What follows belongs to an exercise in optimizing a design on an open flow for small area and a short achievable clock period; a production flow would make more cautious choices.
Only simulation tests tie the RTL to the original design; equivalence was not proved.
The flow treats the clock pin as an ideal source, which a real chip does not have.
Power and IR drop assume default switching activity.

Design branch_cluster_top, start of the top module:
module branch_cluster_top (
    input   wire logic                      cpu_clock_i,
    input   wire logic                      reset_i,
    input   wire logic                      flush_i,
    input   wire logic [144:0]              op_i,
    input   wire logic                      op_valid_i,
    output  logic                           op_ready_o,
    output  logic [45:0]                    res_o,
    output  logic                           res_valid_o
);
Settings: LEC_CHECK=0, CAP_MARGIN=20, CORE_MARGIN=2, CORE_UTILIZATION=62, SETUP_SLACK_MARGIN=3.95, SLEW_MARGIN=20; clock period 6.5 ns.
standard.sh (not shown) runs the stock make flow with config.mk's settings and CLKGATE_MAP_FILE= SYNTH_SCRIPT=/design/flow/synth_recipe.tcl, a recipe that flattens the netlist after the stock synthesis.
==> flow/flow/run.sh <==
#!/bin/bash
# The standard layout, with two changes:
# - a hand-built clock tree in place of TritonCTS's (see mycts.tcl): ORFS's
#   CTS step sources mycts.tcl first. TritonCTS is then pointed at a net with
#   no clock sinks (res_valid_o), so it leaves the tree as built; the rest of
#   the CTS step (placement legalization, timing repair) runs as usual.
# - the port buffers are buf_2 (timing repair resizes them where needed).
set -euo pipefail
here=$(pwd)
export PRE_CTS_TCL=$here/flow/mycts.tcl
export CTS_ARGS="-clk_nets res_valid_o -dont_use_dummy_load"
export BUFFER_PORTS_ARGS="-buffer_cell sky130_fd_sc_hd__buf_2"
bash standard.sh > $here/standard.log 2>&1
Other scripts of this flow, unchanged in this note and not shown: flow/flow/mycts.tcl
Then changed:
Settings changed: CORE_UTILIZATION 62 to 55.
After rerunning:
- die area went up by 13%
- sequential share of layout area barely changes
- critical path depth goes down by 2
- area after synthesis does not change
- worst setup slack is worse by 0.049 ns

Setup of v38:
branch_cluster_top, a different RTL version from the one above (not shown whole).
For scale: ~4,300 flip-flops, roughly 200 I/O pins.
clock: 6.5 ns
lec_check: 0
cap_margin: 20
core_margin: 2
core_utilization: 55
setup_slack_margin: 3.95
slew_margin: 20
Scripts as last shown in full above: flow/flow/run.sh
Other scripts of this flow, unchanged in this note and not shown: flow/flow/mycts.tcl
Setup changes, v38 to v7
Settings: swapping 3.95 for 4.05 in SETUP_SLACK_MARGIN.
==> flow/flow/run.sh <==
#!/bin/bash
# The standard layout, with three changes:
# - a hand-built clock tree in place of TritonCTS's (see mycts.tcl): ORFS's
#   CTS step sources mycts.tcl first. TritonCTS is then pointed at a net with
#   no clock sinks (res_valid_o), so it leaves the tree as built; the rest of
#   the CTS step (placement legalization, timing repair) runs as usual.
# - the port buffers are buf_2 (timing repair resizes them where needed).
# - after CTS's timing repair, post_cts.tcl runs the setup repair once more.
set -euo pipefail
here=$(pwd)
export PRE_CTS_TCL=$here/flow/mycts.tcl
export CTS_ARGS="-clk_nets res_valid_o -dont_use_dummy_load"
export BUFFER_PORTS_ARGS="-buffer_cell sky130_fd_sc_hd__buf_2"
export POST_CTS_TCL=$here/flow/post_cts.tcl
bash standard.sh > $here/standard.log 2>&1
==> flow/flow/post_cts.tcl (new file) <==
# A second round of setup repair after ORFS's own, then legalize again
log_cmd estimate_parasitics -placement
repair_timing_helper -setup
set result [catch { detailed_placement } msg]
if { $result != 0 } {
  error "Detailed placement failed after the second repair: $msg"
}
check_placement -verbose
## What came out
- v7 completed every stage of the flow, and the final layout passed the timing, design-rule and antenna checks.
- From v38 to v7 the numbers moved as follows: number of nets in the final layout now larger; time the worst path needs with I/O delays and setup now smaller; final cell count without fillers now larger; largest vdd supply drop now larger.
- The wire length of v7 falls short of that of v38 by 0.46%.
- Met1 demand-to-capacity share in global routing: v7 vs v38 — no meaningful difference
- NOTE: setup slack in v7 exceeds that of v38
- Going from v38 to v7, the hold slack was found to have gone up by 3.2 ps.
- v38 → v7: fill cell total of the finished layout flat; area after synthesis about even.
- Compare v7 and v38 | fmax lower: v38
diff inputs: v7 => v59
Settings: CORE_UTILIZATION: 55 -> 60.
Notes after the runs:
v59 reached the end of the flow, and the finished layout is clean on the timing, design-rule and antenna checks.
The final standard cell count with taps included and fillers excluded in v59 sits about 2.6% below the value recorded for v7.
v7 → v59: total wirelength of the detailed-routed design saw an increase; total power saw little to no change.
Relative to v7, the number of antenna cells inserted measured on v59 has decreased by more than 10%.
Going from v7 to v59, minimum period implied by the final worst setup slack grows by 33 ps.
The via count reported for v59 is higher than the one for v7.
When v59 is measured against v7, its met3 track demand over resource turns out 0.37 points higher.
Between v59 and v7, it is v59 whose die extent in x is lower, by 22 um.
Compared with v7, wire length of the first global-routing pass in v59 increased slightly.
Inputs modified between v59 and v30:
Settings: swapping 60 for 55 in CORE_UTILIZATION; swapping 4.05 for 3.95 in SETUP_SLACK_MARGIN.
-- flow/flow/run.sh --
<<< v59, line 1
#!/bin/bash
# The standard layout, with three changes:
# - a hand-built clock tree in place of TritonCTS's (see mycts.tcl): ORFS's
>>> v30, line 1
#!/bin/bash
# The standard layout, with two changes:
# - a hand-built clock tree in place of TritonCTS's (see mycts.tcl): ORFS's
--- outcome ---
- Against v59, power in v30 fell slightly.
- v30 finished every stage and its layout cleared the timing, design-rule and antenna checks.
- [compare] base=v59 new=v30: routability congestion estimate from global placement went down about 1.6%; timing-limited maximum frequency went down 2.3%.
- Comparing v30 against v59, there is no change at all in number of top-level pins.
- When v30 is set beside v59, its critical path data arrival time turns out to be 1940 ps larger.

## separate check: timing with driven ports
The flow's constraints put no driver on any port. The routed layouts listed below were extracted and timed again, unchanged, in two steps. Step 1: set_driving_cell puts a clkbuf_16 on cpu_clock_i and a buf_2 on each other input, an assumption about the parent block. Step 2, shift: input delay + t, output delay - t, t = (earliest + latest rising clock arrival at the registers) / 2. This alone moves slack from input paths to output paths. Three values: ideal, step 1, step 2; two values: the first two.
run	t, ns	setup slack, ns	clock arrival spread, ns	worst data-port slew with drivers (ns)
the first run of note 1	0.901	3.685 / 3.683 / 3.325	0.072 / 0.072	0.10
the second run of note 1	0.871	3.635 / 3.635 / 3.324	0.087 / 0.087	0.27
v38	0.886	3.439 / 3.438 / 3.204	0.074 / 0.074	0.30
v7	0.873	3.968 / 3.736 / 3.377	0.097 / 0.095	0.18
v59	0.895	3.936 / 3.694 / 3.363	0.091 / 0.090	0.18
v30	0.887	3.876 / 3.755 / 3.226	0.066 / 0.067	0.30
After both steps setup and hold are still met in every run listed. For v30, which loses most, drivers alone change the setup slack by -0.121 ns; drivers and shift together by -0.650 ns.
